This design comes from an exercise in tuning for small area and a short achievable clock period on the open sky130 flow, not from production work.
The RTL was checked by simulation tests, not by an equivalence proof against the original design.
Power and IR drop assume default switching activity.

<file path="flow/run.sh">
#!/bin/bash
# synth_recipe.tcl (not shown) runs the flow's synth.tcl, then flattens the netlist and writes it again
# the make line also repeats each setting of config.mk as NAME=value (left out here)
make -C /OpenROAD-flow-scripts/flow DESIGN_CONFIG=/design/flow/config.mk WORK_HOME=/design/flow/orfs CLKGATE_MAP_FILE= SYNTH_SCRIPT=/design/flow/synth_recipe.tcl finish
</file>
<file path="flow/config.mk">
export PLATFORM = sky130hd
export DESIGN_NAME = sp_ram_param
export DESIGN_NICKNAME = sp_ram_param
export VERILOG_FILES = /design/flow/design.v
export SDC_FILE = /design/flow/constraint.sdc
export NUM_CORES = 4
export LEC_CHECK = 0
export CAP_MARGIN = 20
export CORE_MARGIN = 2
export CORE_UTILIZATION = 40
export SLEW_MARGIN = 20
</file>
<file path="flow/constraint.sdc">
create_clock -name core_clock -period 10.0 [get_ports {clk}]
set_input_delay 2.0000 -clock core_clock [delete_from_list [all_inputs] [get_ports {clk}]]
set_output_delay 2.0000 -clock core_clock [all_outputs]
set_load 0.01 [all_outputs]
</file>
<file path="flow/design.v">
`default_nettype none
module sp_ram_param #(
    parameter int DATA_W       = 16,
    parameter int BYTE_W       = 8,
    parameter int ADDR_W       = 8,
    parameter int DEPTH        = 256,
    parameter int RW_MODE      = 0,
    parameter int CLEAR_ON_RST = 1
) (
    input  logic                       clk,
    input  logic                       rst,
    input  logic                       ce,
    input  logic                       we,
    input  logic [DATA_W/BYTE_W-1:0]   be,
    input  logic [ADDR_W-1:0]          addr,
    input  logic [DATA_W-1:0]          din,
    output logic [DATA_W-1:0]          dout,
    output logic                       rd_valid,
    output logic                       busy,
    output logic                       err
);
    localparam int                c_nb    = DATA_W / BYTE_W;
    localparam logic [ADDR_W:0]   c_depth = (ADDR_W + 1)'(DEPTH);
    localparam logic [ADDR_W-1:0] c_last  = ADDR_W'(DEPTH - 1);
    typedef enum logic [0:0] {
        S_CLEAR = 1'b0,
        S_IDLE  = 1'b1
    } state_t;
    localparam state_t c_init_state = (CLEAR_ON_RST != 0) ? S_CLEAR : S_IDLE;
    localparam logic   c_init_busy  = (CLEAR_ON_RST != 0);
    state_t             r_state;
    logic [ADDR_W-1:0]  r_clr_ptr;
    logic               r_busy;
    logic [DATA_W-1:0]  r_dout;
    logic               r_rd_valid;
    logic               r_err;
    logic [DATA_W-1:0]  r_mem [DEPTH];
    logic               w_addr_ok;
    logic               w_accept;
    logic               w_reject;
    logic [DATA_W-1:0]  w_rd_word;
    logic [DATA_W-1:0]  w_merged;
    assign w_addr_ok = ({1'b0, addr} < c_depth);
    assign w_accept  = ce & ~r_busy & w_addr_ok;
    assign w_reject  = ce & (r_busy | ~w_addr_ok);
    assign w_rd_word = r_mem[addr];
    generate
        for (genvar i = 0; i < c_nb; i++) begin : g_lane
            assign w_merged[i*BYTE_W +: BYTE_W] = be[i] ? din[i*BYTE_W +: BYTE_W]
                                                        : w_rd_word[i*BYTE_W +: BYTE_W];
        end
    endgenerate
    always_ff @(posedge clk) begin
        if (r_busy) begin
            r_mem[r_clr_ptr] <= '0;
        end else if (w_accept && we) begin
            r_mem[addr] <= w_merged;
        end
    end
    always_ff @(posedge clk or posedge rst) begin
        if (rst) begin
            r_state    <= c_init_state;
            r_clr_ptr  <= '0;
            r_busy     <= c_init_busy;
            r_dout     <= '0;
            r_rd_valid <= 1'b0;
            r_err      <= 1'b0;
        end else begin
            r_rd_valid <= 1'b0;
            r_err      <= w_reject;
            case (r_state)
                S_CLEAR: begin
                    r_clr_ptr <= r_clr_ptr + 1'b1;
                    if (r_clr_ptr == c_last) begin
                        r_state <= S_IDLE;
                        r_busy  <= 1'b0;
                    end
                end
                default: begin
                    if (w_accept) begin
                        if (!we) begin
                            r_dout     <= w_rd_word;
                            r_rd_valid <= 1'b1;
                        end else if (RW_MODE == 0) begin
                            r_dout     <= w_rd_word;
                            r_rd_valid <= 1'b1;
                        end else if (RW_MODE == 1) begin
                            r_dout     <= w_merged;
                            r_rd_valid <= 1'b1;
                        end
                    end
                end
            endcase
        end
    end
    assign dout     = r_dout;
    assign rd_valid = r_rd_valid;
    assign busy     = r_busy;
    assign err      = r_err;
endmodule
`default_nettype wire
</file>
==> reports/summary.md, run 1 <==
The flow ran to the end and the layout has no timing, DRC or antenna violations. The number of distinct standard cells referenced by the synthesized netlist is 79. The initial utilization of the core area, before any placement, comes to 40.2%. The share of flip-flops with an asynchronous set or reset after synthesis is 0.679%. STA classifies the critical path endpoint as a flip-flop. The tools report the final cell count without fillers as 13.2k. Gates resized during post-CTS repair numbered 0. The first detailed-routing pass took 9 iterations.

The cell-internal power is 28.3 mW. For the number of nets in the final layout, the log shows 7626. The worst-case setup slack after placement is 2.24 ns, and the all-layer global routing usage is 21.9%. The worst path needs 6.96 ns of the cycle, external delays included.

In this run the power density over the cells is 200 nW/µm². The number of DRC markers after the initial detailed-route iteration is 11.2k. The routed design has 448000 µm of wire. After global routing the overflow that remains totals 0. Summed over all cells, the static leakage comes to 56.6 nW. The root buffer cell chosen for the clock tree is clkbuf_16. Leaving out fill and tap cells, the most frequent cell in the layout is edfxtp_1. STA classifies the critical path startpoint as a primary input. The pin count of the biggest net entering global routing is 209, and the signed area change from the synthesized netlist to the final layout is 13.7%. The tools report the relative slew slack as 14.2%. The setup path with the least slack is of type in2reg. The core area was 396000 µm²; the average cell area after synthesis was 22.2 µm². The portion of total power attributed to the clock network was 42.3%; the transition time of the tightest slew-check pin was 1.27 ns. Sequential elements use 77.8% of the synthesized area.

The number of hold buffers added after CTS was 0. The worst register-to-register path ends at r_mem[201][5]. The count of cells along the worst register-to-register path is 5. The worst setup margin was 3.04 ns; the total negative slack was 0 ns. The routed layout has 79.4k vias. Counting every net in the synthesized netlist gives 7189. Including well taps, the total number of placed cells is 12.4k.

The worst clock skew came out at 0.119 ns. The minimum setup slack among reg-to-reg paths was 4.81 ns; the count of cells along the worst hold path was 2. IR analysis of the VDD net gives a maximum drop of 0.151 mV. The run gives 45.7% as the post-route core utilization.

The number of core rows was 231. The launch instance of the worst min-delay path was r_dout[12]. For hold timing, the worst endpoint is r_dout[12]. The tools report the I/O pin count as 49. In this run, the combinational gates consume 4.9% of the power. The run gives 5 as the number of H-tree levels. Setup repair after global routing left no endpoint under its margin.

Die width: 634 µm. Sequential cell fraction of total power: 52.8%. In this run the vertical extent of the chip is 634 µm. TritonCTS built the clock tree. The detailed-route wire length per cell is 33.9 µm, and the count of maximum capacitance violations is 0.

In this run the critical register-to-register path is launched from r_busy. The worst endpoint required time was 10.61 ns; the period utilization was 69.6%. The proportion of total power due to net switching was 21.6%. For the initial antenna violation count, the log shows 21. In this run the deepest clock path goes through 4 buffers. The run gives 0 as the number of nets with antenna violations after routing. The maximum net fanout on the critical path was 144; the post-detailed-route DRC marker count was 0.

The share of cells above drive strength 1 was 27.1%; the per-cell via count in the routed design was 6.02. In the layout the commonest cells are 4096 x edfxtp_1, 992 x mux4_2, 417 x clkbuf_16, 361 x buf_4, 210 x nor2_1. Synthesis produced a netlist whose cell count is 7158.

The number of hold-slack violations in the final timing report is 0, and the number of enable flip-flop cells after synthesis is 4096. For this run, the leading register cell type out of synthesis is edfxtp_1. The mapped netlist covers 159000 µm². The clock transition at the registers of the reported paths was 0.06 ns; the die area was 403000 µm². Clock tree synthesis found a total of 4124 sinks.

Number of CTS-inserted buffers: 414. The number of global-route vias before repair is 78.1k, and the number of synthesized register bits is 4124. HPWL after detailed placement: 267000 µm. The classification of the worst-slack hold path is reg2reg. Post-CTS timing repair inserted 0 buffers for setup. The warning count from the yosys run is 1, and the clock network latency to the later pin of the worst-skew pair is 1.02 ns.

The congestion estimate from routability-driven global placement came to 0.865. The quantity of I/O buffers inserted on ports works out to 48. The logs give 7.57 ns for the worst path arrival time and 7.80 mW for the power spent charging and discharging nets.

Setup violations remaining at the end of the flow were counted as 0. For the number of max-slew violations in the final report, the log shows 0. The wire length of the first global-routing pass was 620000 µm.

Based on the critical path, the design can be clocked at up to 144 MHz.
[layout make-up]
| type | count | area, µm² |
|---|---|---|
| Tap cell | 5242 | 6560 |
| Multi-Input combinational cell | 2598 | 33200 |
| Antenna cell | 8 | 20.0 |
| Inverter | 7 | 30.0 |
| Clock buffer | 526 | 11000 |
| Timing Repair Buffer | 450 | 3970 |
| Fill cell | 32500 | 215000 |
| Clock inverter | 232 | 2370 |
| Sequential cell | 4124 | 124000 |
[routing by layer]
layer  global-route usage (%)  wire (µm)  vias to the layer above
met1                     30.2     176000                    43100
met3                     4.32      41500                      770
met4                     7.81      17600                        6
met2                     34.7     213000                     4283
met5                        0         42                        -
li1                         -          -                    31300
[registers in the layout, indices dropped and copies added (netlist names)]
register	flops
r_mem	4096
r_dout	16
r_clr_ptr	8
r_busy	1
r_err	1
r_rd_valid	1
r_state	1
[synth_stat cells (all sizes together), types with 25 or more instances]
library cell / instances / area (µm²)
edfxtp: 4096 / 123000
mux4: 993 / 22400
buf: 306 / 2380
nor2: 299 / 1120
mux2i: 191 / 1910
nand2: 172 / 646
a22oi: 146 / 1100
o22ai: 134 / 838
clkbuf: 123 / 462
a21oi: 100 / 500
nand3: 63 / 315
nor3: 59 / 295
o21ai: 47 / 235
a211oi: 33 / 248
o221ai: 29 / 254
dfrtp: 27 / 676
o31ai: 27 / 203
a31oi: 26 / 163
and2: 25 / 156
[worst max-delay path by stage]
stage / from / end / slack, ns / cells after the start
after floorplan: addr[2] / r_mem[0][6] / -1.16 / 10
after global placement: ce / r_mem[29][8] / 1.80 / 6
after detailed placement: addr[1] / r_mem[154][5] / 2.24 / 11
after CTS: addr[1] / r_mem[137][5] / 3.25 / 11
after global routing: addr[1] / r_mem[255][9] / 2.82 / 12
final: addr[1] / r_mem[90][9] / 3.04 / 12
[power groups by stage]
stage          combinational (mW)  sequential (mW)  clock, mW
6_report                     1.77             19.1       15.3
5_1_grt                      1.85             19.1       16.1
4_1_cts                      1.77             19.1       15.5
3_5_place_dp                 1.77             19.4          0
3_3_place_gp                 1.73             19.4          0
2_1_floorplan                1.06             19.5          0
[worst max-delay path, stage by stage]
cell and delay, ns:
buf_8 0.52, buf_4 0.71, buf_4 0.65, mux4_2 0.34
o22ai_1 0.08, a311oi_1 0.45, or4_1 0.32, o31ai_1 0.26
o31ai_4 0.28, buf_4 0.69, buf_12 0.29, buf_16 0.45
[cell families after synthesis]
| logic type | count (synthesis) | share of synthesized area (%) |
|---|---|---|
| AO/OA/AOI/OAI | 668 | 2.93 |
| XOR/XNOR | 7 | 0.0386 |
| adder cells (fa/ha/maj) | 1 | 0.00787 |
| buffers and inverters | 436 | 1.81 |
| flip-flops | 4124 | 77.8 |
| multiplexers | 1198 | 15.4 |
| AND/OR/NAND/NOR | 724 | 2.06 |
[metrics by stage]
step	total power, mW	hold WS, ns	cell area (µm²)
after detailed placement	21.2	0.574	167000
after global placement	21.2	0.545	167000
final	36.1	0.587	181000
after global routing	37.0	0.605	181000
after CTS	36.3	0.592	181000
after floorplan	20.6	0.507	159000
==> run 2: changes to the inputs <==
==> flow/design.v (replaced) <==
`default_nettype none
module sp_ram_param #(
    parameter int DATA_W       = 16,
    parameter int BYTE_W       = 8,
    parameter int ADDR_W       = 8,
    parameter int DEPTH        = 256,
    parameter int RW_MODE      = 0,
    parameter int CLEAR_ON_RST = 1
) (
    input  logic                       clk,
    input  logic                       rst,
    input  logic                       ce,
    input  logic                       we,
    input  logic [DATA_W/BYTE_W-1:0]   be,
    input  logic [ADDR_W-1:0]          addr,
    input  logic [DATA_W-1:0]          din,
    output logic [DATA_W-1:0]          dout,
    output logic                       rd_valid,
    output logic                       busy,
    output logic                       err
);
    localparam int NB = DATA_W / BYTE_W;
    logic [ADDR_W-1:0]  r_clr_ptr;
    logic               r_busy;
    logic [DATA_W-1:0]  r_dout;
    logic               r_rd_valid;
    logic               r_err;
    logic [DATA_W-1:0]  r_mem [DEPTH];
    logic               w_accept;
    logic [ADDR_W-1:0]  w_sel_addr;
    logic [DEPTH-1:0]   w_dec;
    logic [NB-1:0]      w_lane_go;
    logic [DATA_W-1:0]  w_wdata;
    logic [DATA_W-1:0]  w_rd_word;
    assign w_accept = ce & ~r_busy;
    assign w_sel_addr = r_busy ? r_clr_ptr : addr;
    logic [15:0] w_pre_lo, w_pre_hi;
    always_comb begin
        w_pre_lo = '0;
        w_pre_hi = '0;
        w_pre_lo[w_sel_addr[3:0]] = 1'b1;
        w_pre_hi[w_sel_addr[7:4]] = 1'b1;
    end
    generate
        for (genvar w = 0; w < DEPTH; w++) begin : g_dec
            assign w_dec[w] = w_pre_hi[w / 16] & w_pre_lo[w % 16];
        end
    endgenerate
    generate
        for (genvar l = 0; l < NB; l++) begin : g_lane
            assign w_lane_go[l] = r_busy | (ce & we & be[l]);
        end
    endgenerate
    assign w_wdata = r_busy ? '0 : din;
    generate
        for (genvar w = 0; w < DEPTH; w++) begin : g_word
            for (genvar l = 0; l < NB; l++) begin : g_wl
                always_ff @(posedge clk) begin
                    if (w_dec[w] & w_lane_go[l])
                        r_mem[w][l*BYTE_W +: BYTE_W] <= w_wdata[l*BYTE_W +: BYTE_W];
                end
            end
        end
    endgenerate
    always_comb begin
        w_rd_word = '0;
        for (int w = 0; w < DEPTH; w++)
            w_rd_word = w_rd_word | (r_mem[w] & {DATA_W{w_dec[w]}});
    end
    always_ff @(posedge clk or posedge rst) begin
        if (rst) begin
            r_clr_ptr  <= '0;
            r_busy     <= 1'b1;
            r_dout     <= '0;
            r_rd_valid <= 1'b0;
            r_err      <= 1'b0;
        end else begin
            r_rd_valid <= w_accept;
            r_err      <= ce & r_busy;
            if (r_busy) begin
                r_clr_ptr <= r_clr_ptr + 1'b1;
                if (&r_clr_ptr)
                    r_busy <= 1'b0;
            end
            if (w_accept)
                r_dout <= w_rd_word;
        end
    end
    assign dout     = r_dout;
    assign rd_valid = r_rd_valid;
    assign busy     = r_busy;
    assign err      = r_err;
endmodule
`default_nettype wire
--- a/flow/config.mk
+++ b/flow/config.mk
@@ -8,4 +8,5 @@
 export CAP_MARGIN = 20
 export CORE_MARGIN = 2
-export CORE_UTILIZATION = 40
+export CORE_UTILIZATION = 55
+export SETUP_SLACK_MARGIN = 5
 export SLEW_MARGIN = 20
==> reports/summary.md, run 2 <==
The flow did not finish. The failing step is 5_1_grt. The tool reported: "[ERROR GRT-0116] Global routing finished with congestion. Check the congestion regions in the DRC Viewer". The synthesized netlist cell count was 9445; the HPWL after detailed placement was 751000 µm. The cts-stage hold buffer count came out at 0. The number of global-route vias before repair came out at 135k. The tools report the root buffer cell as clkbuf_16. For the worst-case setup slack after placement, the log shows 0.739 ns.

The die is 539 µm wide. For the number of H-tree levels, the log shows 5. From bottom edge to top edge, the die measures 539 µm. The initial utilization of the core area, before any placement, comes to 55.2%. Area share of the largest cell type after synthesis: 78.3%. The final weighted congestion of routability-driven global placement is 1.28, and the instance area after placement is 173000 µm².

The average cell area after synthesis was 16.6 µm²; the number of placed instances with taps included was 13.5k. The maximum clock path buffer count was 4; the share of flip-flops with an asynchronous set or reset after synthesis was 0.655%. In this run, CTS created clock tree buffers numbering 415. Global routing finished with a remaining overflow of 896.

The most instantiated flip-flop cell in the synthesis netlist was edfxtp_1. The quantity of I/O buffers inserted on ports is 48. After synthesis the netlist holds a flip-flop and latch count of 4123. The number of clock sinks is 4123. The number of enable flip-flop cells after synthesis is 4096.

The number of different library cells used by synthesis comes to 100. After floorplanning, the core was divided into 196 placement rows. For the I/O pin count, the log shows 49. Ranked by total cell area, the synthesized netlist is headed by edfxtp_1 78%, a22oi_1 4.0%, nor2_1 1.5%. The synthesized netlist occupies a cell area of 157000 µm². The warning count from the yosys run was 2; the proportion of synthesized chip area in sequential cells was 78.7%. The cell type with the highest aggregate area in the netlist was edfxtp_1. For this run, the total global-route usage over all layers was measured as 81.7%.

The most common cell in the synthesized netlist is edfxtp_1. When the netlist entered floorplanning its net count stood at 9478. Ranked by instance count, the synthesized netlist is headed by 4096 x edfxtp_1, 837 x a22oi_1, 637 x nor2_1. The wire length of the first global-routing pass came out at 1520000 µm. The tools report the pin count of the biggest net entering global routing as 188.
## run 2: what timing repair did
item                       in CTS
gates cloned                   27
gates resized for setup       850
buffers inserted              413
pin swaps                     246
setup endpoints to repair    4113
## run 2: how the worst max path moves through the flow
stage / slack, ns / from / endpoint
CTS: 4.59 / addr[0] / r_dout[12]
detailed placement: 0.74 / addr[4] / r_dout[13]
global placement: -0.23 / addr[4] / r_dout[9]
floorplan: 4.59 / addr[0] / r_dout[2]
## run 2: routing by layer
| metal | overflow | global-route usage [%] |
|---|---|---|
| met5 | 2 | 52.5 |
| met4 | 351 | 78.5 |
| met3 | 14 | 74.2 |
| met2 | 516 | 90.7 |
| met1 | 13 | 83.0 |
## run 2: power by group through the flow
| stage | registers, mW | logic (mW) | clock network, mW |
|---|---|---|---|
| 2_1_floorplan | 19.4 | 0.735 | 0 |
| 3_3_place_gp | 19.5 | 1.99 | 0 |
| 3_5_place_dp | 19.5 | 2.01 | 0 |
| 4_1_cts | 19.1 | 2.39 | 15.4 |
## run 2: cell families after synthesis
family          after synthesis  share of synthesized area (%)
compound gates             2253                           11.5
xor+xnor                      9                         0.0669
fa+ha+maj                     3                         0.0239
buf+inv                     616                           1.66
flops                      4123                           78.7
mux                          52                          0.352
simple gates               2389                           7.69

[separate check: timing with driven ports]
The results above use ideal ports. As a check the final layout listed here was re-extracted and re-timed, cells and wires unchanged. Step 1, drivers: a clkbuf_16 drives clk and a buf_2 each remaining input, both assumed. Step 2 adds t to the input delays and takes it off the output delays; t is the mean of the earliest and latest rising clock arrival at the registers after step 1. Input paths then give back, and output paths get back, about the clock's delay inside the block. a / b / c = ideal / step 1 / step 2; a / b = the first two.
run: run 1
t (ns): 1.058
slack for setup (ns): 3.040 / 3.058 / 2.000
hold WS [ns]: 0.587 / 0.587 / 0.587
worst slew at a driven data input, ns: 0.11
After both steps run 1 still meets setup and hold. The setup slack of run 1 moves by +0.018 ns with the drivers and by -1.040 ns with both steps.
